Source: an optimization exercise on an open RTL-to-GDS flow (aim: small area). Production flows keep margins and buffers that such runs may drop.
RTL that was checked went through simulation tests only; none was proved equivalent to the original.
The RTL of runs 3 and 4 was laid out without a check of its function.
Power figures rest on the tool's default switching activity, not on a simulated workload.

`run.sh`:
```
#!/bin/bash
# synth_recipe.tcl (not shown) runs the flow's synth.tcl, then flattens the netlist and writes it again
# the make line also repeats each setting of config.mk as NAME=value (left out here)
make -C /OpenROAD-flow-scripts/flow DESIGN_CONFIG=/design/flow/config.mk WORK_HOME=/design/flow/orfs CLKGATE_MAP_FILE= SYNTH_SCRIPT=/design/flow/synth_recipe.tcl finish
```
`config.mk`:
```
export PLATFORM = sky130hd
export DESIGN_NAME = rv_pipe
export DESIGN_NICKNAME = rv_pipe
export VERILOG_FILES = /design/flow/design.v
export SDC_FILE = /design/flow/constraint.sdc
export NUM_CORES = 8
export LEC_CHECK = 0
export CAP_MARGIN = 20
export CORE_MARGIN = 2
export CORE_UTILIZATION = 40
export PLACE_DENSITY = 0.6
export SLEW_MARGIN = 20
export SYNTH_HIERARCHICAL = 1
```
`constraint.sdc`:
```
create_clock -name core_clock -period 6.5 [get_ports {clk_i}]
set_input_delay 1.3000 -clock core_clock [delete_from_list [all_inputs] [get_ports {clk_i}]]
set_output_delay 1.3000 -clock core_clock [all_outputs]
set_load 0.01 [all_outputs]
```
`design.v`:
```
`timescale 1ns/1ps
`default_nettype none
package rv_pipe_pkg;
    typedef logic [32-1:0] word_t;
endpackage
`default_nettype wire
`timescale 1ns/1ps
`default_nettype none
module rv_regfile (
    input  logic                        clk_i,
    input  logic                        arst_n_i,
    input  logic                        rd1_en_i,
    input  logic [5-1:0]   rd1_addr_i,
    input  logic                        rd1_ext_s_i,
    input  logic [32-1:0]         rd1_ext_d_i,
    input  logic                        rd2_en_i,
    input  logic [5-1:0]   rd2_addr_i,
    input  logic                        rd2_ext_s_i,
    input  logic [32-1:0]         rd2_ext_d_i,
    input  logic                        we_i,
    input  logic [5-1:0]   waddr_i,
    input  logic [32-1:0]         wdata_i,
    output logic [32-1:0]         rd1_data_o,
    output logic [32-1:0]         rd2_data_o
);
    logic [32-1:0] regs [1:32-1];
    logic [32-1:1] vld;
    logic [32-1:1] wen;
    logic [32-1:0] sel1, sel2;
    assign sel1[0] = rd1_ext_s_i;
    assign sel2[0] = rd2_ext_s_i;
    for (genvar r = 1; r < 32; r++) begin : g_reg
        assign wen[r]  = we_i && waddr_i == r;
        assign sel1[r] = rd1_en_i && rd1_addr_i == r && vld[r];
        assign sel2[r] = rd2_en_i && rd2_addr_i == r && vld[r];
        always_ff @(posedge clk_i or negedge arst_n_i) begin
            if (!arst_n_i)   vld[r] <= 1'b0;
            else if (wen[r]) vld[r] <= 1'b1;
        end
        always_ff @(posedge clk_i) begin
            if (wen[r]) regs[r] <= wdata_i;
        end
    end
    for (genvar i = 0; i < 32; i++) begin : g_bit
        logic [32-1:0] col;
        assign col[0] = 1'b0;
        for (genvar r = 1; r < 32; r++) begin : g_col
            assign col[r] = regs[r][i];
        end
        rv_sel32 u_rd1 (
            .d ({col[32-1:1], rd1_ext_d_i[i]}),
            .s (sel1),
            .y (rd1_data_o[i])
        );
        rv_sel32 u_rd2 (
            .d ({col[32-1:1], rd2_ext_d_i[i]}),
            .s (sel2),
            .y (rd2_data_o[i])
        );
    end
endmodule
`default_nettype wire
`timescale 1ns/1ps
`default_nettype none
module rv_decode (
    input  logic        clk_i,
    input  logic        arst_n_i,
    input  logic        inst_valid_i,
    input  logic [31:0] inst_addr_i,
    input  logic [31:0] inst_i,
    output logic        we_o,        
    output logic        is_op_o,     
    output logic        is_u_o,      
    output logic        is_pc_o,     
    output logic [24:0] fld_o,       
    output logic [31:0] pc_o
);
    logic [6:0] opc;
    logic [2:0] f3;
    logic [6:0] f7;
    logic       f7_base, f7_alt;
    logic       ok;
    assign opc     = inst_i[6:0];
    assign f3      = inst_i[14:12];
    assign f7      = inst_i[31:25];
    assign f7_base = (f7 == 7'b0000000);
    assign f7_alt  = (f7 == 7'b0100000);
    always_comb begin
        case (opc)
            7'b0010011:   ok = (f3 == 3'b001) ? f7_base :
                               (f3 == 3'b101) ? (f7_base | f7_alt) : 1'b1;
            7'b0110011:   ok = f7_base | (f7_alt & (f3 == 3'b000 | f3 == 3'b101));
            7'b0110111:   ok = 1'b1;
            7'b0010111: ok = 1'b1;
            default:      ok = 1'b0;
        endcase
    end
    always_ff @(posedge clk_i or negedge arst_n_i) begin
        if (!arst_n_i) we_o <= 1'b0;
        else           we_o <= inst_valid_i & ok;
    end
    always_ff @(posedge clk_i) begin
        is_op_o <= opc[5] & opc[4] & ~opc[2];
        is_u_o  <= opc[2];
        is_pc_o <= ~opc[5];
        fld_o   <= inst_i[31:7];
        pc_o    <= inst_addr_i;
    end
endmodule
`default_nettype wire
`timescale 1ns/1ps
`default_nettype none
module rv_alu_gp (
    input  logic [31:0] a_i,
    input  logic [31:0] b_i,
    input  logic        inv_i,
    output logic [31:0] g_o,
    output logic [31:0] p_o
);
    logic [31:0] x;
    assign x   = b_i ^ {32{inv_i}};
    assign g_o = a_i & x;
    assign p_o = a_i ^ x;
endmodule
module rv_alu_bk (
    input  logic [31:0] g_i,
    input  logic [31:0] p_i,
    input  logic        cin_i,
    output logic [31:0] c_o
);
    logic [31:0] G [0:5];
    logic [31:0] P [0:5];
    logic [31:0] Gf;
    always_comb begin
        G[0] = g_i;
        P[0] = p_i;
        G[0][0] = g_i[0] | (p_i[0] & cin_i);
        for (int l = 1; l <= 5; l++) begin
            G[l] = G[l-1];
            P[l] = P[l-1];
            for (int i = 0; i < 32; i++) begin
                if ((i + 1) % (1 << l) == 0) begin
                    G[l][i] = G[l-1][i] | (P[l-1][i] & G[l-1][i - (1 << (l-1))]);
                    P[l][i] = P[l-1][i] & P[l-1][i - (1 << (l-1))];
                end
            end
        end
        Gf = G[5];
        for (int l = 4; l >= 1; l--) begin
            for (int i = 0; i < 32; i++) begin
                if ((i + 1) % (1 << l) == (1 << (l-1)) && i >= (1 << l)) begin
                    Gf[i] = G[l-1][i] | (P[l-1][i] & Gf[i - (1 << (l-1))]);
                end
            end
        end
        c_o = Gf;
    end
endmodule
module rv_alu_shift (
    input  logic [31:0] a_i,
    input  logic [4:0]  sh_i,
    input  logic        left_i,
    input  logic        arith_i,
    output logic [31:0] y_o       
);
    logic [31:0] x [0:6];
    logic        fill, fill_n;
    assign fill   = arith_i & a_i[31];
    assign fill_n = ~fill;
    assign x[0]   = a_i;
    for (genvar i = 0; i < 32; i++) begin : g_rev
        rv_mux2i u_m (.a (x[0][i]), .b (x[0][31-i]), .s (left_i), .y (x[1][i]));
    end
    for (genvar k = 0; k < 5; k++) begin : g_st
        for (genvar i = 0; i < 32; i++) begin : g_b
            if (i + (1 << k) < 32) begin : g_in
                rv_mux2i u_m (.a (x[k+1][i]), .b (x[k+1][i + (1 << k)]), .s (sh_i[k]),
                              .y (x[k+2][i]));
            end else begin : g_fill
                rv_mux2i u_m (.a (x[k+1][i]), .b ((k % 2 == 0) ? fill_n : fill), .s (sh_i[k]),
                              .y (x[k+2][i]));
            end
        end
    end
    assign y_o = x[6];
endmodule
module rv_alu_res (
    input  logic sum_i, shr_i, sh_i, p_i, g_i,
    input  logic s_add_i, s_sll_i, s_sr_i, s_p_i, s_g_i,
    output logic y_o
);
    assign y_o = (s_add_i & sum_i) | (s_sll_i & shr_i) | (s_sr_i & sh_i)
               | (s_p_i & p_i) | (s_g_i & g_i);
endmodule
module rv_execute (
    input  logic [2:0]  f3_i,
    input  logic        alt_i,     
    input  logic [31:0] op1_i,
    input  logic [31:0] op2_i,
    output logic [31:0] result_o
);
    logic        sub;
    logic [31:0] g, p, c, sum, sh, res;
    logic        lt, ltu;
    logic        s_add, s_sll, s_sr, s_p, s_g, s_slt, s_sltu;
    assign sub = alt_i | (f3_i[2:1] == 2'b01);
    rv_alu_gp u_gp (.a_i (op1_i), .b_i (op2_i), .inv_i (sub), .g_o (g), .p_o (p));
    rv_alu_bk u_bk (.g_i (g), .p_i (p), .cin_i (sub), .c_o (c));
    assign sum = p ^ {c[30:0], sub};
    assign ltu = ~c[31];
    assign lt  = (op1_i[31] ^ op2_i[31]) ? op1_i[31] : sum[31];
    rv_alu_shift u_sh (
        .a_i     (op1_i),
        .sh_i    (op2_i[4:0]),
        .left_i  (~f3_i[2]),
        .arith_i (alt_i),
        .y_o     (sh)
    );
    assign s_add  = (f3_i == 3'b000);
    assign s_sll  = (f3_i == 3'b001);
    assign s_slt  = (f3_i == 3'b010);
    assign s_sltu = (f3_i == 3'b011);
    assign s_sr   = (f3_i == 3'b101);
    assign s_p    = (f3_i == 3'b100) | (f3_i == 3'b110);
    assign s_g    = (f3_i == 3'b111) | (f3_i == 3'b110);
    for (genvar i = 0; i < 32; i++) begin : g_res
        rv_alu_res u_res (
            .sum_i   (sum[i]),
            .shr_i   (sh[31-i]),
            .sh_i    (sh[i]),
            .p_i     (p[i]),
            .g_i     (g[i]),
            .s_add_i (s_add),
            .s_sll_i (s_sll),
            .s_sr_i  (s_sr),
            .s_p_i   (s_p),
            .s_g_i   (s_g),
            .y_o     (res[i])
        );
    end
    assign result_o = {res[31:1], res[0] | (s_slt & lt) | (s_sltu & ltu)};
endmodule
`default_nettype wire
`timescale 1ns/1ps
`default_nettype none
module rv_retire (
    input  logic                        clk_i,
    input  logic                        arst_n_i,
    input  logic                        we_i,
    input  logic [5-1:0]   waddr_i,
    input  logic [32-1:0]         wdata_i,
    output logic                        wb_we_o,
    output logic [5-1:0]   wb_waddr_o,
    output logic [32-1:0]         wb_wdata_o
);
    always_ff @(posedge clk_i or negedge arst_n_i) begin
        if (!arst_n_i) wb_we_o <= 1'b0;
        else           wb_we_o <= we_i;
    end
    always_ff @(posedge clk_i) begin
        wb_waddr_o <= waddr_i;
        wb_wdata_o <= wdata_i;
    end
endmodule
`default_nettype wire
`timescale 1ns/1ps
`default_nettype none
module rv_aoi222 (
    input  logic a1, a2, b1, b2, c1, c2,
    output logic y
);
    assign y = ~((a1 & a2) | (b1 & b2) | (c1 & c2));
endmodule
module rv_nand4 (
    input  logic a, b, c, d,
    output logic y
);
    assign y = ~(a & b & c & d);
endmodule
module rv_nand3 (
    input  logic a, b, c,
    output logic y
);
    assign y = ~(a & b & c);
endmodule
module rv_nand2 (
    input  logic a, b,
    output logic y
);
    assign y = ~(a & b);
endmodule
module rv_a2111o (
    input  logic a1, a2, b1, c1, d1,
    output logic y
);
    assign y = (a1 & a2) | b1 | c1 | d1;
endmodule
module rv_sel32 (
    input  logic [31:0] d,
    input  logic [31:0] s,
    output logic        y
);
    logic [9:0] n;
    logic       n30, x0, x1, x2;
    for (genvar k = 0; k < 10; k++) begin : g_aoi
        rv_aoi222 u_aoi (
            .a1 (d[3*k]),   .a2 (s[3*k]),
            .b1 (d[3*k+1]), .b2 (s[3*k+1]),
            .c1 (d[3*k+2]), .c2 (s[3*k+2]),
            .y  (n[k])
        );
    end
    rv_nand2 u_n30 (.a (d[30]), .b (s[30]), .y (n30));
    rv_nand4 u_x0 (.a (n[0]), .b (n[1]), .c (n[2]), .d (n[3]), .y (x0));
    rv_nand4 u_x1 (.a (n[4]), .b (n[5]), .c (n[6]), .d (n[7]), .y (x1));
    rv_nand3 u_x2 (.a (n[8]), .b (n[9]), .c (n30), .y (x2));
    rv_a2111o u_or (.a1 (d[31]), .a2 (s[31]), .b1 (x0), .c1 (x1), .d1 (x2), .y (y));
endmodule
`default_nettype wire
`default_nettype none
module rv_mux2i (
    input  logic a, b, s,
    output logic y
);
    assign y = ~(s ? b : a);
endmodule
`default_nettype wire
`timescale 1ns/1ps
`default_nettype none
module rv_pipe (
    input  logic                        clk_i,
    input  logic                        arst_n_i,
    input  logic                        inst_valid_i,
    input  logic [32-1:0]         inst_addr_i,
    input  logic [32-1:0]         inst_i,
    output logic                        wb_we_o,
    output logic [5-1:0]   wb_waddr_o,
    output logic [32-1:0]         wb_wdata_o
);
    logic        we, is_op, is_u, is_pc;
    logic [24:0] fld;
    logic [31:0] pc;
    logic [4:0]  rd, rs1, rs2;
    logic [2:0]  f3;
    logic        alt;
    logic [31:0] rdata1, rdata2, op1, op2, imm, result;
    rv_decode u_decode (
        .clk_i        (clk_i),
        .arst_n_i     (arst_n_i),
        .inst_valid_i (inst_valid_i),
        .inst_addr_i  (inst_addr_i),
        .inst_i       (inst_i),
        .we_o         (we),
        .is_op_o      (is_op),
        .is_u_o       (is_u),
        .is_pc_o      (is_pc),
        .fld_o        (fld),
        .pc_o         (pc)
    );
    assign rd  = fld[4:0];
    assign rs1 = fld[12:8];
    assign rs2 = fld[17:13];
    assign f3  = is_u ? 3'b000 : fld[7:5];
    assign alt = is_op ? fld[23] : (!is_u && fld[7:5] == 3'b101 && fld[23]);
    assign imm = is_u ? {fld[24:5], 12'd0} : {{20{fld[24]}}, fld[24:13]};
    rv_regfile u_regfile (
        .clk_i      (clk_i),
        .arst_n_i   (arst_n_i),
        .rd1_en_i    (~is_u),
        .rd1_addr_i  (rs1),
        .rd1_ext_s_i (is_u & is_pc),
        .rd1_ext_d_i (pc),
        .rd2_en_i    (is_op),
        .rd2_addr_i  (rs2),
        .rd2_ext_s_i (~is_op),
        .rd2_ext_d_i (imm),
        .we_i       (we),
        .waddr_i    (rd),
        .wdata_i    (result),
        .rd1_data_o (rdata1),
        .rd2_data_o (rdata2)
    );
    assign op1 = rdata1;
    assign op2 = rdata2;
    rv_execute u_execute (
        .f3_i     (f3),
        .alt_i    (alt),
        .op1_i    (op1),
        .op2_i    (op2),
        .result_o (result)
    );
    rv_retire u_retire (
        .clk_i      (clk_i),
        .arst_n_i   (arst_n_i),
        .we_i       (we),
        .waddr_i    (rd),
        .wdata_i    (result),
        .wb_we_o    (wb_we_o),
        .wb_waddr_o (wb_waddr_o),
        .wb_wdata_o (wb_wdata_o)
    );
endmodule
`default_nettype wire
```
==> results of run 1 <==
flip-flops by register name, summed over array words and instances, names as in the netlist, 5 cells and up:
name / count
u_decode.fld_o: 25
u_decode.pc_o: 32
u_regfile.regs: 992
u_regfile.vld: 31
u_retire.wb_waddr_o: 5
u_retire.wb_wdata_o: 32
synth_stat cells, types with 4 or more instances:
master    number  area share (%)
nand2_1      151             1.2
o21ai_0        6           0.064
clkbuf_1      12           0.096
buf_2          8           0.085
a21o_1        26            0.41
xor2_1        64             1.2
a21oi_1       16            0.17
nor2b_1       19            0.25
buf_4         33            0.53
nand4_1      130             1.7
nor2_1        38            0.30
a2111o_1      64             1.5
a222oi_1     672              14
nand3_1       67            0.71
and4b_1        7            0.15
nand2b_1       5           0.066
and4_1         5           0.093
and2_1         4           0.053
inv_1         10           0.080
dfxtp_1       97             4.1
mux2i_1      192             4.1
and3_1        59            0.78
edfxtp_1     992              63
and4bb_2       5            0.13
dfrtp_1       33             1.8
o21bai_1      29            0.46
ha_1          32            0.85
a22oi_1       32            0.51
repair_timing:
action / 4_1_cts / 5_1_grt
pin swaps: 1 / 7
buffers inserted: 0 / 1
hold endpoints to repair: 0 / 0
setup endpoints to repair: 56 / 94
cloned: 0 / 0
gates resized for setup: 2 / 12
hold buffers: 0 / 0
worst min path at each step:
stage                     slack (ps)                        endpoint                      start  depth (start not counted)
after CTS                        390  u_retire.wb_waddr_o[1]$_DFF_P_  u_decode.fld_o[1]$_DFF_P_                          0
final                            380  u_retire.wb_waddr_o[1]$_DFF_P_  u_decode.fld_o[1]$_DFF_P_                          0
after global routing             390  u_retire.wb_waddr_o[1]$_DFF_P_  u_decode.fld_o[1]$_DFF_P_                          0
after global placement           380  u_retire.wb_waddr_o[1]$_DFF_P_  u_decode.fld_o[1]$_DFF_P_                          0
after floorplan                  330  u_retire.wb_waddr_o[3]$_DFF_P_  u_decode.fld_o[3]$_DFF_P_                          0
after detailed placement         380  u_retire.wb_waddr_o[1]$_DFF_P_  u_decode.fld_o[1]$_DFF_P_                          0
placed cells by master (no fill, tap or decap), drive strengths merged, types with 5 or more instances in the layout:
cell	count
diode	11
clkinvlp	11
buf	206
and2	7
a21o	26
dfrtp	33
nor2	38
o21ai	8
edfxtp	992
a21oi	17
o21bai	32
a22oi	32
mux2i	192
ha	32
and4b	7
inv	19
nand2b	5
xor2	64
clkinv	38
nand2	151
nand4	131
and3	59
and4	5
dfxtp	97
a2111o	64
and4bb	6
a222oi	672
nand3	67
clkdlybuf4s50	104
bufinv	16
clkbuf	138
nor2b	19
per-stage QoR:
| stage | worst slack (ps) | util, % | power [mW] |
|---|---|---|---|
| finish | -25.3 | 47.9 | 16.5 |
| detailed placement | -95.7 | 44.5 | 9.80 |
| global route | 47.6 | 47.8 | 16.9 |
| global placement | -247 | 44.5 | 9.77 |
| floorplan | 35.6 | - | 9.10 |
| CTS | 8.71 | 47.8 | 16.5 |
cell families (layout without fill, tap and decap cells):
group	count (synthesis)	count (layout)	synth area share, %
compound gates	864	864	17.8
xor+xnor	64	64	1.19
fa+ha+maj	32	32	0.850
buf+inv	71	532	1.00
flops	1122	1122	69.1
mux	192	192	4.08
other cells	0	11	0
simple gates	516	516	5.96
modules after synthesis, one instance, submodules excluded, a selection:
module        flip-flops and latches  times used  cells
rv_regfile                      1023           1   1205
rv_retire                         38           1     38
rv_alu_gp                          0           1     68
rv_execute                         0           1     78
rv_alu_bk                          0           1     81
rv_pipe                            0           1     65
rv_alu_res                         0          32      3
rv_a2111o                          0          64      1
rv_alu_shift                       0           1      2
rv_mux2i                           0         192      1
rv_nand4                           0         128      1
rv_nand3                           0          64      1
rv_nand2                           0          64      1
layer usage:
layer,up-vias,part of all wire (%),global-route usage (%)
met2,3027,46,47.8
met1,18135,36,38.5
met3,432,13,7.31
met5,-,0.030,0
li1,14169,-,-
met4,10,4.7,12.7
report_power, final:
part	switching, mW	total (mW)	internal [mW]
logic	0.984	1.40	0.420
registers	0.0601	8.28	8.22
clock network	2.88	6.78	3.90
total	3.92	16.5	12.5
critical path, stage by stage, from the launching register on:
cell	delay [ps]
dfxtp_1	410
and2_0	410
and3_1	450
buf_4	280
buf_4	210
a222oi_1	410
nand4_1	300
a2111o_1	580
mux2i_1	670
mux2i_1	300
mux2i_1	260
mux2i_1	130
mux2i_1	410
mux2i_1	300
a22oi_1	350
nand2_1	160
nor2_1	240
a31oi_4	130
buf_12	180
area by class of cell:
cell class | instances | area (um^2) | share of cell area [%]
clock buffers | 138 | 2950 | 5.29
clock inverters | 72 | 923 | 1.66
inverters | 12 | 45.0 | 0.0808
flip-flops and latches | 1122 | 32600 | 58.4
well taps | 1524 | 1910 | 3.42
multi-input cells | 1668 | 14400 | 25.8
diodes | 11 | 27.5 | 0.0494
repair buffers | 310 | 2950 | 5.29
==> results.toml, run 1 <==
[floorplan]
design.core.area_um2 = 117000
die_y_um = 347
dieWidth_um = 347
ios = 105
rows = 125
start_util_pct = 40.4
dieArea_um2 = 121000

[global_route]
grt_usage_pct = 29.8
grt_pass1_vias = 34117
grt-ovfl-total = 0
grt_pass1_wl_mm = 258
grt_max_degree = 37
antenna_found_initial = 10

[power]
power_leakage_nw = 18.5
pwr_density_cell_nw_per_um2 = 295
vdd_drop_max_mv = 0.229

[logic_synthesis]
synth_area_um2 = 47100
ys_types = 59
synth_seq_cells = 1122
ys.flop_type = "edfxtp_1"
syn_nets = 2960
postSynthCellCount = 2861
synth_edf_count = 992
synth.yosys.seq_area_share_pct = 69.1
synth-warning-count = 16
avgSynthCellArea_um2 = 16.5
synthArstFlopShare_pct = 2.94

[sta]
whs_ps = 382
tightest_slew_ps = 1010
period_minus_slack_ps = 6530
finalHoldViolCount = 0
skew_ps = 27.2
drv_slew = 0
rsz0062_at_grt = "false"
setup_slack_ps = -25.3
final.setup.tns_ps = -436
setup_viol = 26
maxSlewHeadroom_pct = 32.4
fmax_mhz = 153
min_period_over_period_pct = 100

[clock_tree]
cts_made_buffers = 112
root_buffer = "clkbuf_16"
htreeDepth = 3
cts_max_path_buffers = 3
tritoncts = "yes"
clk_pin_slew_ps = 60
clk_latency_ps = 730
cts.sinks = 1122

[placement]
post-place-cells = 4635
dp_hpwl_mm = 119
place_area_um2 = 51800
place_congestion = 0.990
io_buffers = 104

[layout]
drive_gt1_share_pct = 13.6
n_fill_cell = 9782
final_area_um2 = 55800
finalNonFillerCells = 4857
area_delta_synth_final_pct = 18.4
nNetsFinal = 3325

[setup_path]
r2r_slack_ps = -30
cp.arrival_ps = 6970
cp-end-kind = "flop"
worstSetupPathType = "flop to flop"
worst_setup_path_start_kind = "flop"
crit_start = "u_decode.fld_o[8]$_DFF_P_"
reg2reg_to = "u_regfile.regs[4][0]$_DFFE_PP_"
crit_path_end = "u_regfile.regs[4][0]$_DFFE_PP_"
r2r_start = "u_decode.fld_o[8]$_DFF_P_"
required_ps = 6940
worst_r2r_path_depth = 18
crit_fanout = 32

[detailed_routing]
drt_iter0_drc = 9610
drtAntennaViolNets = 0
dr.pass1.iters = 15
vias = 35773
routedWlPerCell_um = 38.5
route.detailed.drc = 0
viasPerCell = 7.37
totalWireLength_mm = 187

[run]
max_cap_viol_count = 0

[worst_hold_path]
hold_path_class = "flop to flop"

[run_status]
check.faults = "setup timing"
status = "finished with violations"
==> inputs of run 2 (changes only) <==
--- a/config.mk
+++ b/config.mk
@@ -9,4 +9,5 @@
 export CORE_MARGIN = 2
-export CORE_UTILIZATION = 40
-export PLACE_DENSITY = 0.6
+export CORE_UTILIZATION = 55
+export CTS_BUF_LIST = sky130_fd_sc_hd__clkbuf_4
+export PLACE_DENSITY = 0.7
 export SLEW_MARGIN = 20
==> run 2 against run 1 <==
  * The run now finishes clean
  * Power decreased by 3.8%
  * Cell count decreased by 1.6%
  * Maximum frequency is 1.3% higher
  * Area after synthesis stayed put
  * Count of clock-buffer cells in the layout increased by 298
  * Die area is 27% lower
  * Synthesized cell count unchanged
  * Worst hold slack better by 8.2 ps
  * Highest routed layer unchanged
==> results.toml, run 2 <==
[power]
p_sw_share_pct = 25.0
intPower_mw = 11.9
power_leakage_nw = 18.8
fin_total_pwr_mw = 15.8
p_sw_mw = 3.96
pwr_density_cell_nw_per_um2 = 288
pwr-share-clk_pct = 38.8
sequentialPowerShare_pct = 52.2
p_comb_share_pct = 9.0
vdd_drop_max_mv = 0.208

[clock_tree]
root_buffer = "clkbuf_4"
tritoncts = "yes"
cts_max_path_buffers = 4
cts.sinks = 1122
clk_latency_ps = 1250
cts_made_buffers = 304
clk_pin_slew_ps = 60
htreeDepth = 5

[setup_path]
cpMaxStageDelayCell = "a2111o_1"
worstSetupPathType = "flop to flop"
cp-end-kind = "flop"
worst_r2r_path_depth = 19
worst_path_largest_cell_delay_ps = 630
cp_top_family = "compound AO/OA/AOI/OAI gates"
cp.depth = 19
worst_setup_path_start_kind = "flop"
crit_fanout = 32
required_ps = 7370
crit_chain = "and2_0 > and3_1 > buf_12 > a222oi_1 > nand4_1 > a2111o_1 > xor2_1 > ha_1 > nand2_1 > nor2_1 > a211oi_1 > a21oi_2 > a221o_1 > a31oi_4 > inv_1 > xor2_1 > a222oi_1 > nand2_1 > buf_12"
cp.buffers_inverters = 3
cp.arrival_ps = 7310

[layout]
largest_reg_flops = 992
largestRegisters = "u_regfile.regs x992, u_decode.pc_o x32, u_retire.wb_wdata_o x32"
final_core_util_pct = 64.7
final_area_um2 = 55000
ff_latch_area_um2 = 32600
final_common_cell = "edfxtp_1"
final_cell_mix = "992 x edfxtp_1, 672 x a222oi_1, 436 x clkbuf_4"
area_delta_synth_final_pct = 16.8
n_fill_cell = 6203
drive_gt1_share_pct = 20.3
nNetsFinal = 3504
multi_input_area_um2 = 14400
largest-register = "u_regfile.regs"

[floorplan]
die_y_um = 297
rows = 107
design.core.area_um2 = 85000
dieWidth_um = 297
ios = 105
start_util_pct = 55.4
dieArea_um2 = 88000

[global_route]
grt_max_degree = 35
gr-max-usage-layer = "met2"
grt-ovfl-total = 0
grt_usage_pct = 41.4
gr-usage-met3_pct = 14.7
use_met1_pct = 52.8
grt_pass1_vias = 36401
grt_pass1_wl_mm = 256
antenna_found_initial = 14
gr-usage-met2_pct = 61.9

[logic_synthesis]
ys_types = 59
synthArstFlopShare_pct = 2.94
yosys.area.top_type = "edfxtp_1"
synth_area_um2 = 47100
netlist_top_cells_count = "992 x edfxtp_1, 672 x a222oi_1, 192 x mux2i_1"
synth_edf_count = 992
ys.flop_type = "edfxtp_1"
synth_top_area_share_pct = 63.2
synth-warning-count = 16
synthMostInstantiatedCell = "edfxtp_1"
synth_area_leaders = "edfxtp_1 63%, a222oi_1 14%, dfxtp_1 4.1%"
synth.yosys.seq_area_share_pct = 69.1
postSynthCellCount = 2861
avgSynthCellArea_um2 = 16.5
synth_seq_cells = 1122
syn_nets = 2960

[detailed_routing]
dr.pass1.iters = 15
viasPerCell = 7.83
drt_iter0_drc = 9663
vias = 37435
route.detailed.drc = 0
routedWlPerCell_um = 38.6
drtAntennaViolNets = 0
totalWireLength_mm = 184

[placement]
dp_hpwl_mm = 115
place_congestion = 1.03
io_buffers = 104
place_area_um2 = 51200

[run_status]
status = "complete, no violations"

[sta]
drv_slew = 0
skew_ps = 145
setup_viol = 0
finalHoldViolCount = 0
maxSlewHeadroom_pct = 27.3
final.setup.tns_ps = 0
period_minus_slack_ps = 6440
whs_ps = 390
fmax_mhz = 155
tightest_slew_ps = 1090
min_period_over_period_pct = 99.1

[worst_hold_path]
holdPathStages = 0
hold_path_class = "flop to flop"

[run]
max_cap_viol_count = 0
-- run 2: cell count changes in the layout (fill, tap and decap cells not counted), moves of 9 or more --
cell	previous run	this run
and3_1	59	50
buf_4	175	164
bufinv_16	16	4
clkbuf_1	21	0
clkbuf_16	112	0
clkbuf_4	0	436
clkinv_1	16	63
clkinvlp_4	11	2
-- run 2: metal layers --
layer  part of all wire [%]  up-vias  wire, um
met4                    6.1       18     11300
met5                  0.062        -       115
met1                     34    18234     61900
met3                     16      712     29800
met2                     44     3753     81100
li1                       -    14718         -
-- run 2: worst reg2reg max path: stages (launching register included) --
cell and delay (ps):
dfxtp_1 360, and2_0 320, and3_1 540, buf_12 310
a222oi_1 420, nand4_1 590, a2111o_1 630, xor2_1 310
ha_1 350, nand2_1 90, nor2_1 80, a211oi_1 280
a21oi_2 130, a221o_1 400, a31oi_4 290, inv_1 110
xor2_1 170, a222oi_1 300, nand2_1 180, buf_12 220
-- run 2: path summary, 6_finish.rpt --
path	from	to	slack [ps]
setup / recovery	u_decode.fld_o[16]$_DFF_P_	u_regfile.regs[14][30]$_DFFE_PP_	60
hold / removal	u_decode.fld_o[0]$_DFF_P_	u_retire.wb_waddr_o[0]$_DFF_P_	390
setup reg to reg	u_decode.fld_o[16]$_DFF_P_	u_regfile.regs[14][30]$_DFFE_PP_	60
hold reg to reg	u_decode.fld_o[0]$_DFF_P_	u_retire.wb_waddr_o[0]$_DFF_P_	390
max in group asynchronous	arst_n_i	u_regfile.vld[17]$_DFFE_PN0P_	5610
min in group asynchronous	arst_n_i	u_retire.wb_we_o$_DFF_PN0_	500
-- run 2: cell families after synthesis --
kind of cell / synth area share, %
adders and majority gates: 0.850
AOI/OAI and AO/OA: 17.8
DFF: 69.1
xor gates and xnor gates: 1.19
buffers and inverters: 1.00
muxes: 4.08
and+or+nand+nor: 5.96
-- run 2: stage by stage --
stage          std cells  setup slack [ps]
2_1_floorplan       2861              35.6
3_3_place_gp        4233             -46.1
3_5_place_dp        4239              60.6
4_1_cts             4763              83.4
5_1_grt             4771             -5.93
6_report            4780              59.4
-- run 2: area by class of cell --
class / count / share of cell area (%)
flip-flops and latches: 1122 / 59.2
multi-input cells: 1668 / 26.2
clock buffers: 436 / 5.95
repair buffers: 297 / 5.14
well taps: 1144 / 2.60
clock inverters: 88 / 0.830
inverters: 12 / 0.0887
diodes: 13 / 0.0591
-- run 2: power by group through the flow --
stage / Clock (mW) / Sequential, mW / Combinational, mW
after global placement: 0 / 8.42 / 1.34
final: 6.14 / 8.27 / 1.43
after floorplan: 0 / 8.42 / 0.686
after detailed placement: 0 / 8.42 / 1.38
after global routing: 6.59 / 8.27 / 1.49
after CTS: 6.20 / 8.27 / 1.38
-- run 2: modules after synthesis, one instance, submodules excluded, excerpt --
module / flops+latches / cells / cell area (um^2) / times used
rv_a2111o: 0 / 1 / 11.3 / 64
rv_alu_gp: 0 / 68 / 752 / 1
rv_alu_res: 0 / 3 / 21.3 / 32
rv_alu_shift: 0 / 2 / 10.0 / 1
rv_aoi222: 0 / 1 / 10.0 / 640
rv_decode: 61 / 76 / 1320 / 1
rv_execute: 0 / 78 / 594 / 1
rv_mux2i: 0 / 1 / 10.0 / 192
rv_nand2: 0 / 1 / 3.75 / 64
rv_nand3: 0 / 1 / 5.00 / 64
rv_nand4: 0 / 1 / 6.26 / 128
rv_pipe: 0 / 65 / 313 / 1
rv_regfile: 1023 / 1205 / 31700 / 1
-- run 2: what timing repair did --
action	CTS	global route
resized for setup	2	19
pin swaps	0	5
endpoints found under the setup margin	24	178
gates cloned	0	0
hold buffers	0	0
buffers inserted	0	4
==> inputs of run 3 (changes only) <==
--- a/design.v
+++ b/design.v
@@ -97,13 +97,8 @@
     end
-    always_ff @(posedge clk_i or negedge arst_n_i) begin
-        if (!arst_n_i) we_o <= 1'b0;
-        else           we_o <= inst_valid_i & ok;
-    end
-    always_ff @(posedge clk_i) begin
-        is_op_o <= opc[5] & opc[4] & ~opc[2];
-        is_u_o  <= opc[2];
-        is_pc_o <= ~opc[5];
-        fld_o   <= inst_i[31:7];
-        pc_o    <= inst_addr_i;
-    end
+    assign we_o    = inst_valid_i & ok;
+    assign is_op_o = opc[5] & opc[4] & ~opc[2];
+    assign is_u_o  = opc[2];
+    assign is_pc_o = ~opc[5];
+    assign fld_o   = inst_i[31:7];
+    assign pc_o    = inst_addr_i;
 endmodule
==> run 3 against run 2 <==
  * Die area decreased by 1.7%
  * Utilization increased by 4.7 points
  * Setup slack lost 190 ps
  * The layout now fails its checks (setup timing)
  * Routed wire length up 2.6%
  * Count of clock-buffer cells in the layout down 33
  * Highest routed layer unchanged
  * Non-clock buffer count rose by 473
  * First-iteration DRC count is 13% higher
==> results.toml, run 3 <==
[detailed_routing]
vias = 39488
routedWlPerCell_um = 37.3
route.detailed.drc = 0
drt_iter0_drc = 10908
totalWireLength_mm = 189
drtAntennaViolNets = 0
dr.pass1.iters = 17
viasPerCell = 7.78

[logic_synthesis]
postSynthCellCount = 2858
synth-warning-count = 16
avgSynthCellArea_um2 = 16.2
synth_top_family_by_area = "compound AO/OA/AOI/OAI gates"
ys.flop_type = "edfxtp_1"
synth_seq_cells = 1061
synthMostInstantiatedCell = "edfxtp_1"
synth_area_um2 = 46300
synthSimpleGateAreaFrac_pct = 6.06
synth.yosys.seq_area_share_pct = 67.6
syn_nets = 2957
synthArstFlopShare_pct = 3.02
netlist_top_cells_count = "992 x edfxtp_1, 672 x a222oi_1, 192 x mux2i_1"
ys_types = 59
synthAdderAreaFrac_pct = 0.864
synth_top_area_share_pct = 64.3
muxShareOfSynthArea_pct = 4.15
synth_area_leaders = "edfxtp_1 64%, a222oi_1 15%, mux2i_1 4.1%"
synth-compound-area-share_pct = 18.1
synth_edf_count = 992
yosys.area.top_type = "edfxtp_1"
synth_xor_area_share_pct = 1.21

[floorplan]
start_util_pct = 55.4
rows = 106
ios = 105
die_y_um = 294
design.core.area_um2 = 83600
dieWidth_um = 294
dieArea_um2 = 86600

[clock_tree]
cts.sinks = 1061
cts_made_buffers = 287
clk_pin_slew_ps = 60
cts_max_path_buffers = 4
htreeDepth = 5
holdBufCountCts = 0
clk_latency_ps = 1190
root_buffer = "clkbuf_4"
tritoncts = "yes"

[global_route]
grt-ovfl-total = 0
grt_pass1_wl_mm = 263
grt_usage_pct = 42.8
grt_max_degree = 38
gr-usage-met2_pct = 64.0
gr-max-usage-layer = "met2"
use_met1_pct = 54.2
antenna_found_initial = 11
grt_pass1_vias = 37949
gr-usage-met3_pct = 15.2

[setup_path]
cp-end-kind = "flop"
reg2reg_to = "u_regfile.regs[5][13]$_DFFE_PP_"
worstSetupPathType = "primary input to flop"
r2r_start = "u_regfile.vld[3]$_DFFE_PN0P_"
crit_fanout = 20
worst_r2r_path_depth = 18
cp.arrival_ps = 7460
r2r_slack_ps = 870
required_ps = 7330
worst_setup_path_start_kind = "primary input"

[layout]
area_delta_synth_final_pct = 25.3
nNetsFinal = 3900
final_cell_mix = "992 x edfxtp_1, 672 x a222oi_1, 566 x buf_4"
n_fill_cell = 5689
largestRegisters = "u_regfile.regs x992, u_retire.wb_wdata_o x32, u_regfile.vld x31"
final_core_util_pct = 69.5
finalNonFillerCells = 5074
largest_reg_flops = 992
final_common_cell = "edfxtp_1"
largest-register = "u_regfile.regs"
drive_gt1_share_pct = 29.8

[worst_hold_path]
worstHoldEndpoint = "u_regfile.vld[6]$_DFFE_PN0P_"
holdPathStages = 1
hold_path_startpoint = "u_regfile.vld[6]$_DFFE_PN0P_"
hold_path_class = "flop to flop"

[placement]
place_congestion = 1.06
io_buffers = 104
post-place-cells = 4589
dp_hpwl_mm = 127

[sta]
period_minus_slack_ps = 6630
min_period_over_period_pct = 102
finalHoldViolCount = 0
whs_ps = 521
maxSlewHeadroom_pct = 32.1
tightest_slew_ps = 1020
skew_ps = 111
setup_slack_ps = -133
fmax_mhz = 151
rsz0062_at_grt = "false"
drv_slew = 0
setup_viol = 58

[power]
pwr_density_cell_nw_per_um2 = 266
vdd_drop_max_mv = 0.227
power_leakage_nw = 20.8

[run_status]
check.faults = "setup timing"
status = "finished with violations"

[run]
max_cap_viol_count = 0
run 3: timing repair:
action	4_1_cts	5_1_grt
endpoints found under the setup margin	0	192
setup buffers	0	2
resized for setup	0	8
run 3: stage by stage:
step                      setup TNS, ps  cell area, um^2  power (mW)  worst slack (ps)
after floorplan                       0            46500        8.73              4.77
after global placement          -673840            54500        9.59              -948
after detailed placement        -697680            54500        9.63             -1010
after CTS                             0            58000        15.4               174
after global routing                  0            58000        15.9              8.03
final                             -3020            58100        15.4              -133
run 3: final cells by class:
type,count,area [um^2],share of cell area [%]
Inverter,12,48.8,0.0841
Multi-Input combinational cell,1669,14500,25.0
Clock inverter,74,474,0.817
Timing Repair Buffer,770,7290,12.6
Clock buffer,403,3030,5.21
Sequential cell,1061,31300,54.0
Tap cell,1080,1350,2.33
Antenna cell,5,12.5,0.0216
run 3: cell families after synthesis:
family,Yosys count
buffers and inverters,129
AOI/OAI and AO/OA,864
DFF,1061
and+or+nand+nor,516
adders and majority gates,32
muxes,192
xor gates and xnor gates,64
run 3: per-module statistics from Yosys, one instance, submodules excluded, a selection:
| module | flip-flops and latches | copies in the design | cells | area [um^2] |
|---|---|---|---|---|
| rv_regfile | 1023 | 1 | 1205 | 31700 |
| rv_pipe | 0 | 1 | 65 | 313 |
| rv_retire | 38 | 1 | 38 | 766 |
| rv_alu_bk | 0 | 1 | 81 | 532 |
| rv_alu_gp | 0 | 1 | 68 | 752 |
| rv_a2111o | 0 | 64 | 1 | 11.3 |
run 3: critical path: stages:
cell	delay (ps)
clkdlybuf4s50_1	490
inv_1	60
and3_2	300
buf_4	190
and4b_1	260
buf_4	190
and3_4	290
a222oi_1	600
nand4_1	200
a2111o_2	530
xor2_1	190
ha_1	320
a31o_1	260
a211o_4	370
a31oi_4	180
buf_4	130
inv_2	30
a21o_1	170
buf_4	130
xor2_1	150
a222oi_1	440
nand2_1	290
buf_4	310
run 3: how the worst max path moves through the flow:
stage / start / cells after the start / slack (ps) / end
after floorplan: inst_i[2] / 21 / 5 / u_regfile.regs[10][19]$_DFFE_PP_
after global placement: inst_i[2] / 24 / -950 / u_regfile.regs[10][13]$_DFFE_PP_
after detailed placement: inst_i[2] / 23 / -1010 / u_regfile.regs[10][13]$_DFFE_PP_
after CTS: inst_i[2] / 23 / 170 / u_regfile.regs[27][13]$_DFFE_PP_
after global routing: inst_i[2] / 23 / 8 / u_regfile.regs[15][31]$_DFFE_PP_
final: inst_i[2] / 23 / -130 / u_regfile.regs[5][13]$_DFFE_PP_
run 3: where the power goes:
group          internal (mW)  total, mW  switching, mW
combinational          0.628       1.70           1.07
sequential              7.82       7.85         0.0289
clock                   3.12       5.88           2.76
total                   11.6       15.4           3.86
run 3: routing by layer:
| layer | wire length (um) | vias up |
|---|---|---|
| met5 | 73 | - |
| met3 | 31500 | 778 |
| li1 | - | 15415 |
| met4 | 12600 | 10 |
| met1 | 62300 | 19144 |
| met2 | 82700 | 4141 |
==> inputs of run 4 (changes only) <==
--- a/design.v
+++ b/design.v
@@ -28,9 +28,15 @@
     logic [32-1:1] wen;
-    logic [32-1:0] sel1, sel2;
-    assign sel1[0] = rd1_ext_s_i;
-    assign sel2[0] = rd2_ext_s_i;
+    logic [32-1:1] rd_ok;    
+    logic [32+1:1] sel1, sel2;
+    logic                   fwd_ok;
+    assign fwd_ok = we_i && waddr_i != '0;
+    assign sel1[32]   = rd1_ext_s_i;
+    assign sel2[32]   = rd2_ext_s_i;
+    assign sel1[32+1] = rd1_en_i && fwd_ok && rd1_addr_i == waddr_i;
+    assign sel2[32+1] = rd2_en_i && fwd_ok && rd2_addr_i == waddr_i;
     for (genvar r = 1; r < 32; r++) begin : g_reg
-        assign wen[r]  = we_i && waddr_i == r;
-        assign sel1[r] = rd1_en_i && rd1_addr_i == r && vld[r];
-        assign sel2[r] = rd2_en_i && rd2_addr_i == r && vld[r];
+        assign wen[r]   = we_i && waddr_i == r;
+        assign rd_ok[r] = vld[r] && !wen[r];
+        assign sel1[r]  = rd1_en_i && rd1_addr_i == r && rd_ok[r];
+        assign sel2[r]  = rd2_en_i && rd2_addr_i == r && rd_ok[r];
         always_ff @(posedge clk_i or negedge arst_n_i) begin
@@ -44,4 +50,3 @@
     for (genvar i = 0; i < 32; i++) begin : g_bit
-        logic [32-1:0] col;
-        assign col[0] = 1'b0;
+        logic [32-1:1] col;
         for (genvar r = 1; r < 32; r++) begin : g_col
@@ -49,4 +54,4 @@
         end
-        rv_sel32 u_rd1 (
-            .d ({col[32-1:1], rd1_ext_d_i[i]}),
+        rv_sel33 u_rd1 (
+            .d ({wdata_i[i], rd1_ext_d_i[i], col}),
             .s (sel1),
@@ -54,4 +59,4 @@
         );
-        rv_sel32 u_rd2 (
-            .d ({col[32-1:1], rd2_ext_d_i[i]}),
+        rv_sel33 u_rd2 (
+            .d ({wdata_i[i], rd2_ext_d_i[i], col}),
             .s (sel2),
@@ -189,2 +194,13 @@
 endmodule
+module rv_alu_res0 (
+    input  logic sum_i, shr_i, sh_i, p_i, g_i,
+    input  logic s_add_i, s_sll_i, s_sr_i, s_p_i, s_g_i,
+    input  logic co_i,      
+    input  logic lt1_i,     
+    input  logic lt0_i,     
+    output logic y_o
+);
+    assign y_o = (s_add_i & sum_i) | (s_sll_i & shr_i) | (s_sr_i & sh_i)
+               | (s_p_i & p_i) | (s_g_i & g_i) | (co_i ? lt1_i : lt0_i);
+endmodule
 module rv_execute (
@@ -197,4 +213,4 @@
     logic        sub;
-    logic [31:0] g, p, c, sum, sh, res;
-    logic        lt, ltu;
+    logic [31:0] g, p, c, sum, sh;
+    logic        lt1, lt0;
     logic        s_add, s_sll, s_sr, s_p, s_g, s_slt, s_sltu;
@@ -204,4 +220,4 @@
     assign sum = p ^ {c[30:0], sub};
-    assign ltu = ~c[31];
-    assign lt  = (op1_i[31] ^ op2_i[31]) ? op1_i[31] : sum[31];
+    assign lt1 = s_slt & ~p[31];
+    assign lt0 = (s_slt & p[31]) | s_sltu;
     rv_alu_shift u_sh (
@@ -220,3 +236,19 @@
     assign s_g    = (f3_i == 3'b111) | (f3_i == 3'b110);
-    for (genvar i = 0; i < 32; i++) begin : g_res
+    rv_alu_res0 u_res0 (
+        .sum_i   (sum[0]),
+        .shr_i   (sh[31]),
+        .sh_i    (sh[0]),
+        .p_i     (p[0]),
+        .g_i     (g[0]),
+        .s_add_i (s_add),
+        .s_sll_i (s_sll),
+        .s_sr_i  (s_sr),
+        .s_p_i   (s_p),
+        .s_g_i   (s_g),
+        .co_i    (c[31]),
+        .lt1_i   (lt1),
+        .lt0_i   (lt0),
+        .y_o     (result_o[0])
+    );
+    for (genvar i = 1; i < 32; i++) begin : g_res
         rv_alu_res u_res (
@@ -232,6 +264,5 @@
             .s_g_i   (s_g),
-            .y_o     (res[i])
+            .y_o     (result_o[i])
         );
     end
-    assign result_o = {res[31:1], res[0] | (s_slt & lt) | (s_sltu & ltu)};
 endmodule
@@ -322,2 +353,30 @@
 `default_nettype wire
+`default_nettype none
+module rv_or3 (
+    input  logic a, b, c,
+    output logic y
+);
+    assign y = a | b | c;
+endmodule
+module rv_sel33 (
+    input  logic [32:0] d,
+    input  logic [32:0] s,
+    output logic        y
+);
+    logic [10:0] n;
+    logic        x0, x1, x2;
+    for (genvar k = 0; k < 11; k++) begin : g_aoi
+        rv_aoi222 u_aoi (
+            .a1 (d[3*k]),   .a2 (s[3*k]),
+            .b1 (d[3*k+1]), .b2 (s[3*k+1]),
+            .c1 (d[3*k+2]), .c2 (s[3*k+2]),
+            .y  (n[k])
+        );
+    end
+    rv_nand4 u_x0 (.a (n[0]), .b (n[1]), .c (n[2]),  .d (n[3]), .y (x0));
+    rv_nand4 u_x1 (.a (n[4]), .b (n[5]), .c (n[6]),  .d (n[7]), .y (x1));
+    rv_nand3 u_x2 (.a (n[8]), .b (n[9]), .c (n[10]), .y (x2));
+    rv_or3   u_or (.a (x0), .b (x1), .c (x2), .y (y));
+endmodule
+`default_nettype wire
 `timescale 1ns/1ps
@@ -371,5 +430,5 @@
         .rd2_ext_d_i (imm),
-        .we_i       (we),
-        .waddr_i    (rd),
-        .wdata_i    (result),
+        .we_i        (wb_we_o),
+        .waddr_i     (wb_waddr_o),
+        .wdata_i     (wb_wdata_o),
         .rd1_data_o (rdata1),
==> flow/run.sh (new file) <==
#!/bin/bash
# Layout: the standard ORFS flow (standard.sh) with two changes:
#  - clock tree: clkbuf_8 clock buffers, sink clusters of at most 16,
#    and no dummy loads,
#  - port buffers: buf_2 instead of the default delay buffer.
# make's output goes to flow.log; ORFS writes each step's log under orfs/logs.
set -euo pipefail
bash standard.sh \
  "CTS_ARGS=-sink_clustering_enable -repair_clock_nets -dont_use_dummy_load -buf_list sky130_fd_sc_hd__clkbuf_8 -sink_clustering_size 16 -sink_clustering_max_diameter 50" \
  "BUFFER_PORTS_ARGS=-buffer_cell sky130_fd_sc_hd__buf_2" \
  finish > flow.log 2>&1
==> standard.sh (new file) <==
#!/bin/bash
# synth_recipe.tcl (not shown) runs the flow's synth.tcl, then flattens the netlist and writes it again
# the make line also repeats each setting of config.mk as NAME=value (left out here)
make -C /OpenROAD-flow-scripts/flow DESIGN_CONFIG=/design/flow/config.mk WORK_HOME=/design/flow/orfs CLKGATE_MAP_FILE= SYNTH_SCRIPT=/design/flow/synth_recipe.tcl "${@:-finish}"
--- a/config.mk
+++ b/config.mk
@@ -9,5 +9,5 @@
 export CORE_MARGIN = 2
-export CORE_UTILIZATION = 55
-export CTS_BUF_LIST = sky130_fd_sc_hd__clkbuf_4
-export PLACE_DENSITY = 0.7
+export CORE_UTILIZATION = 40
+export PLACE_DENSITY = 0.6
+export SETUP_SLACK_MARGIN = 0.15
 export SLEW_MARGIN = 20
removed: run.sh
==> run 4 against run 3 <==
  * The layout fails its checks (capacitance limit, slew limit)
  * Setup slack gained 460 ps
  * Cell area shrank 4.5%
  * Via count shrank 5.1%
  * Critical path type unchanged
  * Critical endpoint is now u_retire.wb_wdata_o[12]$_DFF_P_
  * Clock skew shrank 9.2 ps
  * Combinational power shrank 17%
  * Critical path depth shrank 1
  * Die area grew 37%
  * Area after synthesis is essentially flat
==> results.toml, run 4 <==
[sta]
period_minus_slack_ps = 6180
maxSlewHeadroom_pct = -1.01
setup_viol = 0
skew_ps = 101
whs_ps = 448
tightest_slew_ps = 1510
rsz0062_at_grt = "false"
drv_slew = 2
min_period_over_period_pct = 95.0
final.setup.tns_ps = 0
fmax_mhz = 162
finalHoldViolCount = 0
setup_slack_ps = 323

[layout]
n_fill_cell = 9668
final_area_um2 = 55400
area_delta_synth_final_pct = 19.6
final_common_cell = "edfxtp_1"
largestRegisters = "u_regfile.regs x992, u_retire.wb_wdata_o x32, u_regfile.vld x31"
final_core_util_pct = 48.3
nNetsFinal = 3633
largest_reg_flops = 992
largest-register = "u_regfile.regs"
drive_gt1_share_pct = 25.3
final_cell_mix = "992 x edfxtp_1, 736 x a222oi_1, 462 x buf_4"
finalNonFillerCells = 5058

[power]
intPower_mw = 9.74
vdd_drop_max_mv = 0.162
p_sw_share_pct = 25.3
pwr_density_cell_nw_per_um2 = 235
pwr-share-clk_pct = 28.2
p_sw_mw = 3.30
sequentialPowerShare_pct = 61.0
power_leakage_nw = 19.0
fin_total_pwr_mw = 13.0
p_comb_share_pct = 10.8

[logic_synthesis]
synth_edf_count = 992
avgSynthCellArea_um2 = 16.1
synth_area_leaders = "edfxtp_1 64%, a222oi_1 16%, mux2i_1 4.2%"
synth_top_area_share_pct = 64.3
postSynthCellCount = 2882
synthArstFlopShare_pct = 3.02
ys.flop_type = "edfxtp_1"
yosys.area.top_type = "edfxtp_1"
synth.yosys.seq_area_share_pct = 67.6
synthMostInstantiatedCell = "edfxtp_1"
ys_types = 59
synth-warning-count = 16
synth_seq_cells = 1061
netlist_top_cells_count = "992 x edfxtp_1, 736 x a222oi_1, 193 x mux2i_1"
syn_nets = 2981
synth_area_um2 = 46300

[clock_tree]
cts_made_buffers = 109
cts.sinks = 1061
cts_max_path_buffers = 3
htreeDepth = 3
holdBufCountCts = 0
clk_pin_slew_ps = 80
clk_latency_ps = 830
tritoncts = "yes"
root_buffer = "clkbuf_8"

[run_status]
status = "finished with violations"
check.faults = "capacitance limit, slew limit"

[detailed_routing]
dr.pass1.iters = 15
totalWireLength_mm = 191
routedWlPerCell_um = 37.8
met1Wirelength_mm = 70.3
route.detailed.drc = 0
highest_layer = "met5"
wl_met3_mm = 26.6
viasPerCell = 7.41
drtAntennaViolNets = 0
drt_iter0_drc = 11162
vias = 37470
wl_met2_mm = 81.5

[floorplan]
ios = 105
dieWidth_um = 344
start_util_pct = 40.4
design.core.area_um2 = 115000
rows = 124
die_y_um = 344
dieArea_um2 = 119000

[setup_path]
worstSetupPathType = "primary input to flop"
worst_r2r_path_depth = 21
worst_setup_path_start_kind = "primary input"
crit_path_end = "u_retire.wb_wdata_o[12]$_DFF_P_"
crit_fanout = 12
r2r_start = "u_retire.wb_waddr_o[0]$_DFF_P_"
crit_start = "inst_i[2]"
cp-end-kind = "flop"
r2r_slack_ps = 450
cp.arrival_ps = 6860
reg2reg_to = "u_retire.wb_wdata_o[12]$_DFF_P_"
required_ps = 7180

[run]
max_cap_viol_count = 1

[placement]
place_congestion = 0.997
post-place-ws_ps = -844
post-place-cells = 4916
dp_hpwl_mm = 128
io_buffers = 104
place_area_um2 = 53700

[global_route]
grt-ovfl-total = 0
grt_max_degree = 35
grt_pass1_wl_mm = 267
grt_usage_pct = 31.4
grt_pass1_vias = 36239
antenna_found_initial = 14

[worst_hold_path]
hold_path_class = "flop to flop"
[run 4: critical path, cell delays in order]
cell and delay [ps]:
buf_2 140, buf_4 200, inv_1 100, nor2b_1 270
nand3b_1 160, buf_12 180, nor3_4 770, a222oi_1 280
nand4_1 250, or3_1 390, ha_1 330, a21o_1 190
a31o_1 230, a211o_4 370, a31oi_4 210, buf_4 140
inv_2 30, buf_4 120, xor2_1 150, a222oi_1 730
buf_4 240, nand2_1 40
[run 4: power by group through the flow]
stage | clock (mW) | sequential (mW) | combinational (mW)
floorplan | 0 | 8.22 | 0.494
finish | 3.67 | 7.95 | 1.41
CTS | 3.72 | 7.95 | 1.38
detailed placement | 0 | 8.10 | 1.37
global route | 3.94 | 7.96 | 1.47
global placement | 0 | 8.09 | 1.34
[run 4: modules after synthesis, one instance, submodules excluded, excerpt]
module        times used  area, um^2  cells inside  flops+latches
rv_alu_res0            1        32.5             4              0
rv_alu_shift           1        10.0             2              0
rv_decode              1         527            73              0
rv_nand3              64        5.00             1              0
rv_nand4             128        6.26             1              0
rv_or3                64        6.26             1              0
rv_pipe                1         313            65              0
[run 4: logic make-up (layout without fill, tap and decap cells)]
family          count (synthesis)  count (layout)  share of synthesized area (%)
flops                        1061            1061                           67.6
simple gates                  563             564                           6.76
xor+xnor                       74              74                           1.41
fa+ha+maj                      32              32                          0.864
mux                           193             193                           4.17
compound gates                862             862                           17.7
buf+inv                        97             746                           1.45
other cells                     0              14                              0
[run 4: per-layer routing]
layer  up-vias  track usage [%]
li1      14796                -
met1     18627             42.5
met2      3521             45.9
met3       522             7.56
met4         4             18.6
met5         -                0
[run 4: area by class of cell]
| cell class | instances | area, um^2 | share of cell area [%] |
|---|---|---|---|
| Multi-Input combinational cell | 1725 | 15500 | 27.9 |
| Antenna cell | 14 | 35.0 | 0.0632 |
| Sequential cell | 1061 | 31300 | 56.5 |
| Inverter | 11 | 48.8 | 0.0880 |
| Clock buffer | 109 | 1500 | 2.71 |
| Timing Repair Buffer | 626 | 5160 | 9.30 |
| Tap cell | 1512 | 1890 | 3.41 |
[run 4: worst min path at each step]
| stage | startpoint | to | slack, ps | cells past startpoint |
|---|---|---|---|---|
| floorplan | u_regfile.vld[17]$_DFFE_PN0P_ | u_regfile.vld[17]$_DFFE_PN0P_ | 430 | 1 |
| global placement | u_regfile.vld[3]$_DFFE_PN0P_ | u_regfile.vld[3]$_DFFE_PN0P_ | 440 | 1 |
| detailed placement | u_regfile.vld[3]$_DFFE_PN0P_ | u_regfile.vld[3]$_DFFE_PN0P_ | 450 | 1 |
| CTS | u_retire.wb_wdata_o[9]$_DFF_P_ | u_regfile.regs[31][9]$_DFFE_PP_ | 460 | 0 |
| global route | u_retire.wb_wdata_o[12]$_DFF_P_ | u_regfile.regs[31][12]$_DFFE_PP_ | 470 | 0 |
| finish | u_retire.wb_wdata_o[9]$_DFF_P_ | u_regfile.regs[31][9]$_DFFE_PP_ | 450 | 0 |
[run 4: what timing repair did]
action                                  in CTS  in global routing
buffers inserted                            17                  0
endpoints found under the setup margin       1                  0
gates resized for setup                      7                  0
==> inputs of run 5 (changes only) <==
--- a/design.v
+++ b/design.v
@@ -102,8 +102,13 @@
     end
-    assign we_o    = inst_valid_i & ok;
-    assign is_op_o = opc[5] & opc[4] & ~opc[2];
-    assign is_u_o  = opc[2];
-    assign is_pc_o = ~opc[5];
-    assign fld_o   = inst_i[31:7];
-    assign pc_o    = inst_addr_i;
+    always_ff @(posedge clk_i or negedge arst_n_i) begin
+        if (!arst_n_i) we_o <= 1'b0;
+        else           we_o <= inst_valid_i & ok;
+    end
+    always_ff @(posedge clk_i) begin
+        is_op_o <= opc[5] & opc[4] & ~opc[2];
+        is_u_o  <= opc[2];
+        is_pc_o <= ~opc[5];
+        fld_o   <= inst_i[31:7];
+        pc_o    <= inst_addr_i;
+    end
 endmodule
--- a/config.mk
+++ b/config.mk
@@ -11,3 +11,3 @@
 export PLACE_DENSITY = 0.6
-export SETUP_SLACK_MARGIN = 0.15
+export SETUP_SLACK_MARGIN = 0.05
 export SLEW_MARGIN = 20
==> run 5 against run 4 <==
  * Now clean on timing, DRC and antenna
  * Clock power up 3%
  * Critical endpoint is now u_retire.wb_wdata_o[29]$_DFF_P_
  * Routed wire length down 4.3%
  * Sequential share of layout area up 3.7 points
  * Setup slack worse by 60 ps
  * Global-route usage down 2.0 points
  * Maximum frequency down 0.96%
  * Utilization down 2.0 points
  * Highest routed layer unchanged
==> results.toml, run 5 <==
[detailed_routing]
route.detailed.drc = 0
vias = 36344
drtAntennaViolNets = 0
drt_iter0_drc = 10248
routedWlPerCell_um = 37.7
viasPerCell = 7.48
dr.pass1.iters = 12
totalWireLength_mm = 183

[logic_synthesis]
synth_area_leaders = "edfxtp_1 63%, a222oi_1 16%, dfxtp_1 4.1%"
netlist_top_cells_count = "992 x edfxtp_1, 736 x a222oi_1, 193 x mux2i_1"
synth_top_area_share_pct = 63.2
syn_nets = 2984
synthMostInstantiatedCell = "edfxtp_1"
synthArstFlopShare_pct = 2.94
postSynthCellCount = 2885
synth.yosys.seq_area_share_pct = 69.1
synth_seq_cells = 1122
synth_edf_count = 992
ys_types = 59
synth-warning-count = 16
ys.flop_type = "edfxtp_1"
avgSynthCellArea_um2 = 16.3
synth_area_um2 = 47100
yosys.area.top_type = "edfxtp_1"

[power]
p_sw_mw = 3.29
intPower_mw = 10.0
pwr_density_cell_nw_per_um2 = 247
p_sw_share_pct = 24.7
sequentialPowerShare_pct = 63.1
fin_total_pwr_mw = 13.3
pwr-share-clk_pct = 28.3
vdd_drop_max_mv = 0.180
power_leakage_nw = 19.5
p_comb_share_pct = 8.6

[floorplan]
dieArea_um2 = 121000
start_util_pct = 40.5
rows = 125
ios = 105
dieWidth_um = 347
design.core.area_um2 = 117000
die_y_um = 347

[sta]
min_period_over_period_pct = 95.9
period_minus_slack_ps = 6240
maxSlewHeadroom_pct = 21.7
fmax_mhz = 160
finalHoldViolCount = 0
rsz0062_at_grt = "false"
tightest_slew_ps = 1170
skew_ps = 169
final.setup.tns_ps = 0
drv_slew = 0
setup_viol = 0

[global_route]
antenna_found_initial = 9
grt_pass1_wl_mm = 256
grt_max_degree = 37
grt_pass1_vias = 34336
grt-ovfl-total = 0
grt_usage_pct = 29.4

[layout]
largestRegisters = "u_regfile.regs x992, u_decode.pc_o x32, u_retire.wb_wdata_o x32"
final_common_cell = "edfxtp_1"
largest-register = "u_regfile.regs"
finalNonFillerCells = 4862
largest_reg_flops = 992
area_delta_synth_final_pct = 14.6
final_area_um2 = 54000
n_fill_cell = 10044
drive_gt1_share_pct = 18.7
nNetsFinal = 3431
final_cell_mix = "992 x edfxtp_1, 736 x a222oi_1, 237 x buf_4"

[worst_hold_path]
holdPathStages = 0
hold_path_class = "flop to flop"

[clock_tree]
htreeDepth = 3
holdBufCountCts = 0
clk_latency_ps = 870
tritoncts = "yes"
cts_made_buffers = 110
root_buffer = "clkbuf_8"
clk_pin_slew_ps = 90
cts_max_path_buffers = 3
cts.sinks = 1122

[placement]
place_congestion = 1.06
dp_hpwl_mm = 120
place_area_um2 = 52400
io_buffers = 104
post-place-cells = 4738

[run]
max_cap_viol_count = 0

[setup_path]
cp-end-kind = "flop"
worst_r2r_path_depth = 16
required_ps = 7130
worstSetupPathType = "flop to flop"
crit_fanout = 13
worst_setup_path_start_kind = "flop"
cp.arrival_ps = 6870

[run_status]
status = "complete, no violations"
[run 5: worst paths after layout]
kind                                            from                              end  slack (ps)
setup / recovery           u_decode.fld_o[9]$_DFF_P_  u_retire.wb_wdata_o[29]$_DFF_P_         260
hold / removal             u_decode.fld_o[2]$_DFF_P_   u_retire.wb_waddr_o[2]$_DFF_P_         330
setup reg to reg           u_decode.fld_o[9]$_DFF_P_  u_retire.wb_wdata_o[29]$_DFF_P_         260
hold reg to reg            u_decode.fld_o[2]$_DFF_P_   u_retire.wb_waddr_o[2]$_DFF_P_         330
max in group asynchronous                   arst_n_i    u_regfile.vld[20]$_DFFE_PN0P_        5290
min in group asynchronous                   arst_n_i     u_regfile.vld[6]$_DFFE_PN0P_         610
[run 5: modules after synthesis, one instance, submodules excluded, a selection]
module | flip-flops and latches | copies in the design | cells inside | area [um^2]
rv_alu_bk | 0 | 1 | 81 | 532
rv_alu_gp | 0 | 1 | 68 | 752
rv_alu_res | 0 | 31 | 3 | 21.3
rv_alu_res0 | 0 | 1 | 4 | 32.5
rv_alu_shift | 0 | 1 | 2 | 10.0
rv_aoi222 | 0 | 704 | 1 | 10.0
rv_decode | 61 | 1 | 76 | 1320
rv_execute | 0 | 1 | 43 | 362
rv_mux2i | 0 | 192 | 1 | 10.0
rv_nand3 | 0 | 64 | 1 | 5.00
rv_nand4 | 0 | 128 | 1 | 6.26
rv_or3 | 0 | 64 | 1 | 6.26
rv_pipe | 0 | 1 | 65 | 313
rv_regfile | 1023 | 1 | 1263 | 31900
rv_retire | 38 | 1 | 38 | 766
[run 5: layer usage]
layer	track usage (%)	routed length, um
met1	41.3	68300
met2	42.6	77300
met3	6.74	25800
met4	15.2	11700
met5	0	54
[run 5: final cells by class]
cell class / count / area [um^2] / area share, %
well taps: 1524 / 1910 / 3.53
repair buffers: 363 / 2730 / 5.06
diodes: 8 / 20.0 / 0.0371
inverters: 11 / 41.3 / 0.0765
multi-input cells: 1724 / 15200 / 28.2
flip-flops and latches: 1122 / 32600 / 60.3
clock buffers: 110 / 1510 / 2.80
[run 5: timing repair]
| item | CTS | global route |
|---|---|---|
| setup buffers | 0 | 5 |
| gates resized for setup | 0 | 13 |
| endpoints found under the setup margin | 0 | 5 |
[run 5: logic make-up (layout without fill, tap and decap cells)]
| group | count (synthesis) | in the layout | share of synthesized area (%) |
|---|---|---|---|
| adder cells (fa/ha/maj) | 32 | 32 | 0.849 |
| flip-flops | 1122 | 1122 | 69.1 |
| multiplexers | 193 | 193 | 4.10 |
| AND/OR/NAND/NOR | 563 | 563 | 6.65 |
| XOR/XNOR | 74 | 74 | 1.39 |
| AO/OA/AOI/OAI | 862 | 862 | 17.5 |
| other | 0 | 8 | 0 |
| buffers and inverters | 39 | 484 | 0.499 |
[run 5: metrics by stage]
| stage | worst slack [ps] | hold WS, ps | utilization, % |
|---|---|---|---|
| floorplan | 55.5 | 310 | - |
| global placement | 340 | 314 | 44.9 |
| detailed placement | 323 | 313 | 45.0 |
| CTS | 245 | 335 | 46.3 |
| global route | 36.6 | 339 | 46.3 |
| finish | 263 | 331 | 46.3 |
[run 5: power groups by stage]
stage                     clock, mW  sequential (mW)  combinational [mW]
final                          3.77             8.41                1.15
after global placement            0             8.56                1.12
after detailed placement          0             8.56                1.13
after global routing           4.06             8.42                1.22
after CTS                      3.81             8.40                1.13
after floorplan                   0             8.62               0.452
[run 5: worst max-delay path, stage by stage, from the launching register on]
cell,delay (ps)
dfxtp_1,830
nand3_1,500
nor3_2,970
buf_4,390
a222oi_1,170
nand4_1,260
or3_1,440
ha_1,350
and2_1,160
a211o_2,400
nand4_2,130
a21oi_2,100
a221o_1,440
a21o_1,220
xor2_1,160
a222oi_1,450
nand2_1,80

## re-timing with driven ports
The flow's constraints put no driver on any port. The routed layouts listed below were extracted and timed again, unchanged, in two steps. Step 1: set_driving_cell puts a clkbuf_16 on clk_i and a buf_2 on each other input, an assumption about the parent block. Step 2 adds t to the input delays and takes it off the output delays; t is the mean of the earliest and latest rising clock arrival at the registers after step 1. Input paths then give back, and output paths get back, about the clock's delay inside the block. Slacks: ideal ports / drivers / drivers and shift; pairs: ideal ports / drivers.
run | t, ns | slack for setup (ns) | worst hold slack (ns) | pins driven straight from the clock port
run 1 | 0.794 | -0.025 / -0.025 / -0.025 | 0.382 / 0.382 / 0.382 | 1
run 2 | 1.244 | 0.059 / 0.059 / 0.059 | 0.390 / 0.390 / 0.390 | 1
run 3 | 1.198 | -0.133 / -0.094 / -1.292 | 0.521 / 0.521 / 0.521 | 1
run 4 | 0.850 | 0.323 / 0.359 / -0.491 | 0.448 / 0.448 / 0.448 | 1
run 5 | 0.859 | 0.263 / 0.263 / 0.263 | 0.331 / 0.331 / 0.331 | 1
The setup slack of run 3, which loses most, moves by +0.039 ns with the drivers and by -1.159 ns with both steps.
